Source: an optimization exercise on an open RTL-to-GDS flow (aim: small area). Production flows keep margins and buffers that such runs may drop. Only simulation tests tie the RTL to the original design; equivalence was not proved. Power and IR drop assume default switching activity.

==> inputs of run P <==
Design rv_core, start of the top module:
module rv_core (
  input  logic               clk,
  input  logic               reset,
  output rv_core_pkg::word_t imem_req_addr_o,
  output logic               imem_req_val_o,
  input  logic               imem_req_rdy_i,
  input  rv_core_pkg::word_t imem_resp_data_i,
  input  logic               imem_resp_val_i,
  output logic               imem_resp_rdy_o,
  input  rv_core_pkg::word_t mngr2proc_msg_i,
  input  logic               mngr2proc_val_i,
  output logic               mngr2proc_rdy_o,
  output rv_core_pkg::word_t proc2mngr_msg_o,
  output logic               proc2mngr_val_o,
  input  logic               proc2mngr_rdy_i
);
clock: 10.0 ns
lec_check: 0
cap_margin: 20
core_margin: 2
core_utilization: 40
slew_margin: 20
standard.sh (not shown) runs the stock make flow with config.mk's settings and CLKGATE_MAP_FILE= SYNTH_SCRIPT=/design/flow/synth_recipe.tcl, a recipe that flattens the netlist after the stock synthesis.
==> flow/flow/run.sh <==
#!/bin/bash
# Own layout flow: the standard ORFS layout (standard.sh, unchanged
# synthesis), with two changes:
#  - ports are buffered with the smallest buffer (buf_1) instead of the
#    default pick;
#  - the clock tree uses clkbuf_8 buffers with larger sink clusters and no
#    dummy loads.
# Each tool's full output goes to a log file in the work folder.
set -euo pipefail

export BUFFER_PORTS_ARGS="-buffer_cell sky130_fd_sc_hd__buf_1"
export CTS_ARGS="-sink_clustering_enable -repair_clock_nets -dont_use_dummy_load -buf_list sky130_fd_sc_hd__clkbuf_8 -sink_clustering_size 20 -sink_clustering_max_diameter 60"

bash standard.sh > standard_flow.log 2>&1
==> run Z (differences from run P) <==
--- a/flow/design.v
+++ b/flow/design.v
@@ -4,41 +4,48 @@
   typedef logic [$clog2(32)-1:0] bit_idx_t;
   typedef logic [2:0] state_t;
   localparam state_t ST_CLEAR = 3'd0;   
   localparam state_t ST_FETCH = 3'd1;   
   localparam state_t ST_WAIT  = 3'd2;   
-  localparam state_t ST_P1    = 3'd3;   
-  localparam state_t ST_ROT   = 3'd4;   
-  localparam state_t ST_HS    = 3'd5;   
-  localparam state_t ST_ALIGN = 3'd6;   
+  localparam state_t ST_LB    = 3'd3;   
+  localparam state_t ST_P1    = 3'd4;   
+  localparam state_t ST_ROT   = 3'd5;   
+  localparam state_t ST_HS    = 3'd6;   
   localparam state_t ST_FINAL = 3'd7;   
 endpackage
 `timescale 1ns/10ps
 module rv_regfile (
   input  logic                  clk,
-  input  rv_core_pkg::reg_idx_t rs1_i,
-  input  rv_core_pkg::reg_idx_t rs2_i,
-  output logic                  rs1_bit_o,
-  output logic                  rs2_bit_o,
+  input  rv_core_pkg::reg_idx_t raddr_i,
+  output logic                  rbit_o,
   input  logic                  wen_i,
-  input  logic                  clr_i,
+  input  logic                  clr_i,      
   input  rv_core_pkg::reg_idx_t waddr_i,
   input  logic                  wbit_i
 );
   logic [32-1:0] head;
+  logic [7:0]              wrow;
+  logic [3:0]              wcol;
+  always_comb begin
+    for (int j = 0; j < 8; j++) begin
+      wrow[j] = clr_i || (wen_i && waddr_i[4:2] == 3'(j));
+    end
+    for (int i = 0; i < 4; i++) begin
+      wcol[i] = clr_i || waddr_i[1:0] == 2'(i);
+    end
+  end
   assign head[0] = 1'b0;
   for (genvar r = 1; r < 32; r++) begin : g_reg
     logic [32-1:0] ring_q;
     logic                we;
-    assign we = clr_i | (wen_i && waddr_i == rv_core_pkg::reg_idx_t'(r));
+    assign we = wrow[r / 4] && wcol[r % 4];
     always_ff @(posedge clk) begin
       ring_q <= {we ? wbit_i : ring_q[0], ring_q[32-1:1]};
     end
     assign head[r] = ring_q[0];
   end
-  assign rs1_bit_o = head[rs1_i];
-  assign rs2_bit_o = head[rs2_i];
+  assign rbit_o = head[raddr_i];
 endmodule
 `timescale 1ns/10ps
 module rv_alu (
   input  logic       clk,
   input  logic       first_i,      
@@ -117,10 +124,11 @@
   output logic                     branch_o,
   output logic                     jal_o,
   output logic                     csr_read_o,
   output logic                     csr_write_o,
   output logic                     wr_rd_o,
+  output logic                     load_b_o,     
   output logic                     pre_pass_o,   
   output logic                     imm_bit_o
 );
   localparam logic [6:0] OPC_OP     = 7'b0110011;
   localparam logic [6:0] OPC_OP_IMM = 7'b0010011;
@@ -163,10 +171,11 @@
   assign branch_o    = (opcode == OPC_BRANCH) && funct3[2:1] != 2'b01;
   assign jal_o       = (opcode == OPC_JAL);
   assign csr_read_o  = is_system && funct3 == 3'b010 && inst_i[31:20] == 12'hFC0;
   assign csr_write_o = is_system && funct3 == 3'b001 && inst_i[31:20] == 12'h7C0;
   assign wr_rd_o     = alu_o || lui_o || jal_o || csr_read_o;
+  assign load_b_o    = is_op || branch_o;
   assign pre_pass_o  = (alu_o && (is_shift_f3 || is_slt_f3)) || branch_o || csr_write_o;
   logic is_b;
   logic is_u;
   logic is_j;
   assign is_b = (opcode == OPC_BRANCH);
@@ -228,15 +237,18 @@
   input  logic                  branch_i,
   input  logic                  jal_i,
   input  logic                  csr_read_i,
   input  logic                  csr_write_i,
   input  logic                  wr_rd_i,
+  input  logic                  load_b_i,
   input  logic                  pre_pass_i,
   input  logic                  imm_bit_i,
   output rv_core_pkg::bit_idx_t cnt_o,
-  input  logic                  rs1_bit_i,
-  input  logic                  rs2_bit_i,
+  input  rv_core_pkg::reg_idx_t rs1_i,
+  input  rv_core_pkg::reg_idx_t rs2_i,
+  output rv_core_pkg::reg_idx_t rf_raddr_o,
+  input  logic                  rf_rbit_i,
   output logic                  rf_wen_o,
   output logic                  rf_clr_o,
   output logic                  rf_wbit_o
 );
   localparam rv_core_pkg::word_t RESET_PC = 32'h0000_0200;
@@ -248,10 +260,11 @@
   logic [4:0]            shamt_q;
   logic                  pcy_q;
   logic first;
   logic last;
   logic st_clear;
+  logic st_lb;
   logic st_p1;
   logic st_rot;
   logic st_final;
   logic a_bit;
   logic b_bit;
@@ -271,21 +284,23 @@
   logic buf_en;
   assign cnt_o    = cnt_q;
   assign first    = (cnt_q == 5'd0);
   assign last     = (cnt_q == 5'd31);
   assign st_clear = (state_q == rv_core_pkg::ST_CLEAR);
+  assign st_lb    = (state_q == rv_core_pkg::ST_LB);
   assign st_p1    = (state_q == rv_core_pkg::ST_P1);
   assign st_rot   = (state_q == rv_core_pkg::ST_ROT);
   assign st_final = (state_q == rv_core_pkg::ST_FINAL);
   assign imem_req_addr_o = buf_q;
   assign imem_req_val_o  = (state_q == rv_core_pkg::ST_FETCH);
   assign imem_resp_rdy_o = st_final && last;
   assign mngr2proc_rdy_o = st_final && last && csr_read_i;
   assign proc2mngr_msg_o = buf_q;
   assign proc2mngr_val_o = (state_q == rv_core_pkg::ST_HS);
-  assign a_bit = jal_i ? pc_q[0] : (lui_i ? 1'b0 : rs1_bit_i);
-  assign b_bit = jal_i ? (cnt_q == 5'd2) : (use_imm_i ? imm_bit_i : rs2_bit_i);
+  assign rf_raddr_o = st_lb ? rs2_i : rs1_i;
+  assign a_bit = jal_i ? pc_q[0] : (lui_i ? 1'b0 : rf_rbit_i);
+  assign b_bit = jal_i ? (cnt_q == 5'd2) : (use_imm_i ? imm_bit_i : buf_q[0]);
   assign cmp    = (cnt_q ^ {5{st_final && funct3_i[2]}}) < shamt_q;
   assign rot_en = cmp ^ !funct3_i[2];
   assign fill   = cmp;
   rv_alu i_alu (
     .clk        (clk),
@@ -327,12 +342,12 @@
   assign new_pc   = st_clear ? RESET_PC[cnt_q] : pc_sum;
   always_ff @(posedge clk) begin
     pcy_q <= pc_cout;
     pc_q  <= {(st_clear || st_final) ? new_pc : pc_q[0], pc_q[31:1]};
   end
-  assign buf_in = st_p1 ? rs1_bit_i : (st_rot ? buf_q[0] : new_pc);
-  assign buf_en = st_clear || st_final || st_p1 || (st_rot && rot_en);
+  assign buf_in = (st_lb || st_p1) ? rf_rbit_i : (st_rot ? buf_q[0] : new_pc);
+  assign buf_en = st_clear || st_final || st_lb || st_p1 || (st_rot && rot_en);
   always_ff @(posedge clk) begin
     if (buf_en) begin
       buf_q <= {buf_in, buf_q[31:1]};
     end
     if (st_p1 && cnt_q < 5'd5) begin
@@ -348,30 +363,32 @@
       rv_core_pkg::ST_FETCH: begin
         if (imem_req_rdy_i) state_d = rv_core_pkg::ST_WAIT;
       end
       rv_core_pkg::ST_WAIT: begin
         if (imem_resp_val_i && last) begin
-          if (pre_pass_i) begin
+          if (load_b_i) begin
+            state_d = rv_core_pkg::ST_LB;
+          end else if (pre_pass_i) begin
             state_d = rv_core_pkg::ST_P1;
           end else if (!csr_read_i || mngr2proc_val_i) begin
             state_d = rv_core_pkg::ST_FINAL;
           end
         end
       end
+      rv_core_pkg::ST_LB: begin
+        if (last) state_d = pre_pass_i ? rv_core_pkg::ST_P1 : rv_core_pkg::ST_FINAL;
+      end
       rv_core_pkg::ST_P1: begin
         if (last) begin
           state_d = shift_i ? rv_core_pkg::ST_ROT :
                     csr_write_i ? rv_core_pkg::ST_HS : rv_core_pkg::ST_FINAL;
         end
       end
-      rv_core_pkg::ST_ROT: begin
-        if (last) state_d = rv_core_pkg::ST_FINAL;
-      end
       rv_core_pkg::ST_HS: begin
-        if (proc2mngr_rdy_i) state_d = rv_core_pkg::ST_ALIGN;
+        if (proc2mngr_rdy_i) state_d = rv_core_pkg::ST_ROT;
       end
-      rv_core_pkg::ST_ALIGN: begin
+      rv_core_pkg::ST_ROT: begin
         if (last) state_d = rv_core_pkg::ST_FINAL;
       end
       default: begin
         if (last) state_d = rv_core_pkg::ST_FETCH;
       end
@@ -418,14 +435,15 @@
   logic                  branch;
   logic                  jal;
   logic                  csr_read;
   logic                  csr_write;
   logic                  wr_rd;
+  logic                  load_b;
   logic                  pre_pass;
   logic                  imm_bit;
-  logic                  rs1_bit;
-  logic                  rs2_bit;
+  rv_core_pkg::reg_idx_t rf_raddr;
+  logic                  rf_rbit;
   logic                  rf_wen;
   logic                  rf_clr;
   logic                  rf_wbit;
   rv_inst_decode i_decode (
     .inst_i      (imem_resp_data_i),
@@ -443,10 +461,11 @@
     .branch_o    (branch),
     .jal_o       (jal),
     .csr_read_o  (csr_read),
     .csr_write_o (csr_write),
     .wr_rd_o     (wr_rd),
+    .load_b_o    (load_b),
     .pre_pass_o  (pre_pass),
     .imm_bit_o   (imm_bit)
   );
   rv_core_ctrl i_ctrl (
     .clk             (clk),
@@ -472,25 +491,26 @@
     .branch_i        (branch),
     .jal_i           (jal),
     .csr_read_i      (csr_read),
     .csr_write_i     (csr_write),
     .wr_rd_i         (wr_rd),
+    .load_b_i        (load_b),
     .pre_pass_i      (pre_pass),
     .imm_bit_i       (imm_bit),
     .cnt_o           (cnt),
-    .rs1_bit_i       (rs1_bit),
-    .rs2_bit_i       (rs2_bit),
+    .rs1_i           (rs1),
+    .rs2_i           (rs2),
+    .rf_raddr_o      (rf_raddr),
+    .rf_rbit_i       (rf_rbit),
     .rf_wen_o        (rf_wen),
     .rf_clr_o        (rf_clr),
     .rf_wbit_o       (rf_wbit)
   );
   rv_regfile i_regfile (
     .clk       (clk),
-    .rs1_i     (rs1),
-    .rs2_i     (rs2),
-    .rs1_bit_o (rs1_bit),
-    .rs2_bit_o (rs2_bit),
+    .raddr_i   (rf_raddr),
+    .rbit_o    (rf_rbit),
     .wen_i     (rf_wen),
     .clr_i     (rf_clr),
     .waddr_i   (rd),
     .wbit_i    (rf_wbit)
   );
==> flow/flow/run.sh (replaced) <==
#!/bin/bash
# Own layout flow: the standard ORFS layout (standard.sh) with these
# changes:
#  - synthesis is the standard flow's script (synth_recipe.tcl, run unchanged) except that
#    the one ABC call that maps the combinational logic uses an area-oriented
#    script (flow/abc_area_map.tcl); registers are mapped as before;
#  - ports are buffered with the smallest buffer (buf_1);
#  - the clock tree uses clkbuf_8 buffers with larger sink clusters and no
#    dummy loads.
# Each tool's full output goes to a log file in the work folder (ORFS writes
# its per-step logs under orfs/logs).
set -euo pipefail

work=$(pwd)

export BUFFER_PORTS_ARGS="-buffer_cell sky130_fd_sc_hd__buf_1"
export CTS_ARGS="-sink_clustering_enable -repair_clock_nets -dont_use_dummy_load -buf_list sky130_fd_sc_hd__clkbuf_8 -sink_clustering_size 20 -sink_clustering_max_diameter 60"

# Synthesis script: the ABC override, then the standard flow's own script
{
  cat "$work/flow/abc_area_map.tcl"
  printf 'source %s\n' "$work/synth_recipe.tcl"
} > "$work/synth_area.tcl"

if grep -q 'SYNTH_SCRIPT=' standard.sh; then
  sed -E "s#SYNTH_SCRIPT=[^ ]+#SYNTH_SCRIPT=$work/synth_area.tcl#" standard.sh > standard_area.sh
else
  cp standard.sh standard_area.sh
fi

bash standard_area.sh > standard_flow.log 2>&1
==> flow/flow/abc_area_map.tcl (new file) <==
# Area-oriented combinational mapping. ORFS's synth.tcl maps the logic with
# one "abc ... -constr ..." call; that call is replaced by an ABC run with an
# area script (choice computation, then area-only mapping). Every other abc
# call is passed through unchanged.
proc abc {args} {
  if {[lsearch $args -constr] >= 0} {
    set lib [lindex $args [expr {[lsearch $args -liberty] + 1}]]
    set dont_use {}
    foreach c $::env(DONT_USE_CELLS) {
      lappend dont_use -dont_use $c
    }
    yosys abc -liberty $lib {*}$dont_use -script "+strash;dch;map,-a;topo"
  } else {
    yosys abc {*}$args
  }
}
- CORE_UTILIZATION: 40 -> 60
- PLACE_DENSITY: not set -> 0.75
- SYNTH_HIERARCHICAL: not set -> 1
==> run A (differences from run P) <==
--- a/flow/design.v
+++ b/flow/design.v
@@ -4,41 +4,48 @@
   typedef logic [$clog2(32)-1:0] bit_idx_t;
   typedef logic [2:0] state_t;
   localparam state_t ST_CLEAR = 3'd0;   
   localparam state_t ST_FETCH = 3'd1;   
   localparam state_t ST_WAIT  = 3'd2;   
-  localparam state_t ST_P1    = 3'd3;   
-  localparam state_t ST_ROT   = 3'd4;   
-  localparam state_t ST_HS    = 3'd5;   
-  localparam state_t ST_ALIGN = 3'd6;   
+  localparam state_t ST_LB    = 3'd3;   
+  localparam state_t ST_P1    = 3'd4;   
+  localparam state_t ST_ROT   = 3'd5;   
+  localparam state_t ST_HS    = 3'd6;   
   localparam state_t ST_FINAL = 3'd7;   
 endpackage
 `timescale 1ns/10ps
 module rv_regfile (
   input  logic                  clk,
-  input  rv_core_pkg::reg_idx_t rs1_i,
-  input  rv_core_pkg::reg_idx_t rs2_i,
-  output logic                  rs1_bit_o,
-  output logic                  rs2_bit_o,
+  input  rv_core_pkg::reg_idx_t raddr_i,
+  output logic                  rbit_o,
   input  logic                  wen_i,
-  input  logic                  clr_i,
+  input  logic                  clr_i,      
   input  rv_core_pkg::reg_idx_t waddr_i,
   input  logic                  wbit_i
 );
   logic [32-1:0] head;
+  logic [7:0]              wrow;
+  logic [3:0]              wcol;
+  always_comb begin
+    for (int j = 0; j < 8; j++) begin
+      wrow[j] = clr_i || (wen_i && waddr_i[4:2] == 3'(j));
+    end
+    for (int i = 0; i < 4; i++) begin
+      wcol[i] = clr_i || waddr_i[1:0] == 2'(i);
+    end
+  end
   assign head[0] = 1'b0;
   for (genvar r = 1; r < 32; r++) begin : g_reg
     logic [32-1:0] ring_q;
     logic                we;
-    assign we = clr_i | (wen_i && waddr_i == rv_core_pkg::reg_idx_t'(r));
+    assign we = wrow[r / 4] && wcol[r % 4];
     always_ff @(posedge clk) begin
       ring_q <= {we ? wbit_i : ring_q[0], ring_q[32-1:1]};
     end
     assign head[r] = ring_q[0];
   end
-  assign rs1_bit_o = head[rs1_i];
-  assign rs2_bit_o = head[rs2_i];
+  assign rbit_o = head[raddr_i];
 endmodule
 `timescale 1ns/10ps
 module rv_alu (
   input  logic       clk,
   input  logic       first_i,      
@@ -117,10 +124,11 @@
   output logic                     branch_o,
   output logic                     jal_o,
   output logic                     csr_read_o,
   output logic                     csr_write_o,
   output logic                     wr_rd_o,
+  output logic                     load_b_o,     
   output logic                     pre_pass_o,   
   output logic                     imm_bit_o
 );
   localparam logic [6:0] OPC_OP     = 7'b0110011;
   localparam logic [6:0] OPC_OP_IMM = 7'b0010011;
@@ -163,10 +171,11 @@
   assign branch_o    = (opcode == OPC_BRANCH) && funct3[2:1] != 2'b01;
   assign jal_o       = (opcode == OPC_JAL);
   assign csr_read_o  = is_system && funct3 == 3'b010 && inst_i[31:20] == 12'hFC0;
   assign csr_write_o = is_system && funct3 == 3'b001 && inst_i[31:20] == 12'h7C0;
   assign wr_rd_o     = alu_o || lui_o || jal_o || csr_read_o;
+  assign load_b_o    = is_op || branch_o;
   assign pre_pass_o  = (alu_o && (is_shift_f3 || is_slt_f3)) || branch_o || csr_write_o;
   logic is_b;
   logic is_u;
   logic is_j;
   assign is_b = (opcode == OPC_BRANCH);
@@ -228,15 +237,18 @@
   input  logic                  branch_i,
   input  logic                  jal_i,
   input  logic                  csr_read_i,
   input  logic                  csr_write_i,
   input  logic                  wr_rd_i,
+  input  logic                  load_b_i,
   input  logic                  pre_pass_i,
   input  logic                  imm_bit_i,
   output rv_core_pkg::bit_idx_t cnt_o,
-  input  logic                  rs1_bit_i,
-  input  logic                  rs2_bit_i,
+  input  rv_core_pkg::reg_idx_t rs1_i,
+  input  rv_core_pkg::reg_idx_t rs2_i,
+  output rv_core_pkg::reg_idx_t rf_raddr_o,
+  input  logic                  rf_rbit_i,
   output logic                  rf_wen_o,
   output logic                  rf_clr_o,
   output logic                  rf_wbit_o
 );
   localparam rv_core_pkg::word_t RESET_PC = 32'h0000_0200;
@@ -248,10 +260,11 @@
   logic [4:0]            shamt_q;
   logic                  pcy_q;
   logic first;
   logic last;
   logic st_clear;
+  logic st_lb;
   logic st_p1;
   logic st_rot;
   logic st_final;
   logic a_bit;
   logic b_bit;
@@ -271,21 +284,23 @@
   logic buf_en;
   assign cnt_o    = cnt_q;
   assign first    = (cnt_q == 5'd0);
   assign last     = (cnt_q == 5'd31);
   assign st_clear = (state_q == rv_core_pkg::ST_CLEAR);
+  assign st_lb    = (state_q == rv_core_pkg::ST_LB);
   assign st_p1    = (state_q == rv_core_pkg::ST_P1);
   assign st_rot   = (state_q == rv_core_pkg::ST_ROT);
   assign st_final = (state_q == rv_core_pkg::ST_FINAL);
   assign imem_req_addr_o = buf_q;
   assign imem_req_val_o  = (state_q == rv_core_pkg::ST_FETCH);
   assign imem_resp_rdy_o = st_final && last;
   assign mngr2proc_rdy_o = st_final && last && csr_read_i;
   assign proc2mngr_msg_o = buf_q;
   assign proc2mngr_val_o = (state_q == rv_core_pkg::ST_HS);
-  assign a_bit = jal_i ? pc_q[0] : (lui_i ? 1'b0 : rs1_bit_i);
-  assign b_bit = jal_i ? (cnt_q == 5'd2) : (use_imm_i ? imm_bit_i : rs2_bit_i);
+  assign rf_raddr_o = st_lb ? rs2_i : rs1_i;
+  assign a_bit = jal_i ? pc_q[0] : (lui_i ? 1'b0 : rf_rbit_i);
+  assign b_bit = jal_i ? (cnt_q == 5'd2) : (use_imm_i ? imm_bit_i : buf_q[0]);
   assign cmp    = (cnt_q ^ {5{st_final && funct3_i[2]}}) < shamt_q;
   assign rot_en = cmp ^ !funct3_i[2];
   assign fill   = cmp;
   rv_alu i_alu (
     .clk        (clk),
@@ -327,12 +342,12 @@
   assign new_pc   = st_clear ? RESET_PC[cnt_q] : pc_sum;
   always_ff @(posedge clk) begin
     pcy_q <= pc_cout;
     pc_q  <= {(st_clear || st_final) ? new_pc : pc_q[0], pc_q[31:1]};
   end
-  assign buf_in = st_p1 ? rs1_bit_i : (st_rot ? buf_q[0] : new_pc);
-  assign buf_en = st_clear || st_final || st_p1 || (st_rot && rot_en);
+  assign buf_in = (st_lb || st_p1) ? rf_rbit_i : (st_rot ? buf_q[0] : new_pc);
+  assign buf_en = st_clear || st_final || st_lb || st_p1 || (st_rot && rot_en);
   always_ff @(posedge clk) begin
     if (buf_en) begin
       buf_q <= {buf_in, buf_q[31:1]};
     end
     if (st_p1 && cnt_q < 5'd5) begin
@@ -348,30 +363,32 @@
       rv_core_pkg::ST_FETCH: begin
         if (imem_req_rdy_i) state_d = rv_core_pkg::ST_WAIT;
       end
       rv_core_pkg::ST_WAIT: begin
         if (imem_resp_val_i && last) begin
-          if (pre_pass_i) begin
+          if (load_b_i) begin
+            state_d = rv_core_pkg::ST_LB;
+          end else if (pre_pass_i) begin
             state_d = rv_core_pkg::ST_P1;
           end else if (!csr_read_i || mngr2proc_val_i) begin
             state_d = rv_core_pkg::ST_FINAL;
           end
         end
       end
+      rv_core_pkg::ST_LB: begin
+        if (last) state_d = pre_pass_i ? rv_core_pkg::ST_P1 : rv_core_pkg::ST_FINAL;
+      end
       rv_core_pkg::ST_P1: begin
         if (last) begin
           state_d = shift_i ? rv_core_pkg::ST_ROT :
                     csr_write_i ? rv_core_pkg::ST_HS : rv_core_pkg::ST_FINAL;
         end
       end
-      rv_core_pkg::ST_ROT: begin
-        if (last) state_d = rv_core_pkg::ST_FINAL;
-      end
       rv_core_pkg::ST_HS: begin
-        if (proc2mngr_rdy_i) state_d = rv_core_pkg::ST_ALIGN;
+        if (proc2mngr_rdy_i) state_d = rv_core_pkg::ST_ROT;
       end
-      rv_core_pkg::ST_ALIGN: begin
+      rv_core_pkg::ST_ROT: begin
         if (last) state_d = rv_core_pkg::ST_FINAL;
       end
       default: begin
         if (last) state_d = rv_core_pkg::ST_FETCH;
       end
@@ -418,14 +435,15 @@
   logic                  branch;
   logic                  jal;
   logic                  csr_read;
   logic                  csr_write;
   logic                  wr_rd;
+  logic                  load_b;
   logic                  pre_pass;
   logic                  imm_bit;
-  logic                  rs1_bit;
-  logic                  rs2_bit;
+  rv_core_pkg::reg_idx_t rf_raddr;
+  logic                  rf_rbit;
   logic                  rf_wen;
   logic                  rf_clr;
   logic                  rf_wbit;
   rv_inst_decode i_decode (
     .inst_i      (imem_resp_data_i),
@@ -443,10 +461,11 @@
     .branch_o    (branch),
     .jal_o       (jal),
     .csr_read_o  (csr_read),
     .csr_write_o (csr_write),
     .wr_rd_o     (wr_rd),
+    .load_b_o    (load_b),
     .pre_pass_o  (pre_pass),
     .imm_bit_o   (imm_bit)
   );
   rv_core_ctrl i_ctrl (
     .clk             (clk),
@@ -472,25 +491,26 @@
     .branch_i        (branch),
     .jal_i           (jal),
     .csr_read_i      (csr_read),
     .csr_write_i     (csr_write),
     .wr_rd_i         (wr_rd),
+    .load_b_i        (load_b),
     .pre_pass_i      (pre_pass),
     .imm_bit_i       (imm_bit),
     .cnt_o           (cnt),
-    .rs1_bit_i       (rs1_bit),
-    .rs2_bit_i       (rs2_bit),
+    .rs1_i           (rs1),
+    .rs2_i           (rs2),
+    .rf_raddr_o      (rf_raddr),
+    .rf_rbit_i       (rf_rbit),
     .rf_wen_o        (rf_wen),
     .rf_clr_o        (rf_clr),
     .rf_wbit_o       (rf_wbit)
   );
   rv_regfile i_regfile (
     .clk       (clk),
-    .rs1_i     (rs1),
-    .rs2_i     (rs2),
-    .rs1_bit_o (rs1_bit),
-    .rs2_bit_o (rs2_bit),
+    .raddr_i   (rf_raddr),
+    .rbit_o    (rf_rbit),
     .wen_i     (rf_wen),
     .clr_i     (rf_clr),
     .waddr_i   (rd),
     .wbit_i    (rf_wbit)
   );
- CORE_UTILIZATION: 40 -> 60
- PLACE_DENSITY: not set -> 0.75
- SYNTH_HIERARCHICAL: not set -> 1
==> comparison table <==
metric	run P	run A	run Z
Peak fanout along the critical path	8	31	31
Non-Filler Cell Area, Final	27800 um2	27000 um2	26500 um2
# H-tree levels	3	3	2
Worst EP required	8000 ps	10510 ps	10590 ps
Fraction of met3 tracks used by global routing	3.25%	4.20%	3.13%
Fraction of layout cells with a size suffix above 1	7.23%	8.28%	4.21%
Length of routed met2 wiring	16200 um	16600 um	16200 um
Die Outline Area	66100 um2	43900 um2	43000 um2
Overall global routing resource usage	11.8%	17.4%	17.2%
Worst setup timing slack at the placement stage	2660 ps	2670 ps	2790 ps
Worst setup path category	in2out	in2reg	in2reg
Stages on the worst setup path	10	21	20
Fraction of area in multi-input gates	11.8%	10.8%	8.62%
Sequential share of cell area	78.6%	80.9%	82.4%
Critical Path Most Common Cell	buf_1	-	clkinv_1
Post-synthesis instance area	25600 um2	25300 um2	24800 um2
Run status	timing/DRC/antenna clean	timing/DRC/antenna clean	timing/DRC/antenna clean
Period utilization	67.4%	67.5%	65.9%
P_clk	0.00177 W	0.00174 W	0.00166 W
Highest clock frequency the design can meet	148 MHz	148 MHz	152 MHz
Wire length on met3	2200 um	2090 um	1800 um
Post-synthesis instance total	1605	1531	1631
Final standard cell count with taps included and fillers excluded	2591	2208	2317

[port drivers added, routing unchanged]
The flow's constraints put no driver on any port. The routed layouts listed below were extracted and timed again, unchanged, in two steps. Step 1 assumes that a clkbuf_16 drives the clock port and a buf_2 every other input. Step 2 times the ports against the registers' clock, not the clock port: input delays grow and output delays shrink by t, the midpoint of the rising clock arrivals with the driver on. Slacks: ideal ports / drivers / drivers and shift; pairs: ideal ports / drivers.
run | shift t [ns] | setup slack, ns | hold WS [ns] | latest minus earliest clock arrival (ns)
run P | 0.673 | 3.257 / 3.236 / 2.971 | 0.242 / 0.242 / 0.242 | 0.087 / 0.086
run Z | 0.686 | 3.410 / 3.420 / 2.745 | 0.269 / 0.269 / 0.269 | 0.071 / 0.071
run A | 0.663 | 3.245 / 3.271 / 2.607 | 0.290 / 0.290 / 0.290 | 0.093 / 0.093
After both steps setup and hold are still met in every run listed. The setup slack of run Z, which loses most, moves by +0.010 ns with the drivers and by -0.665 ns with both steps.
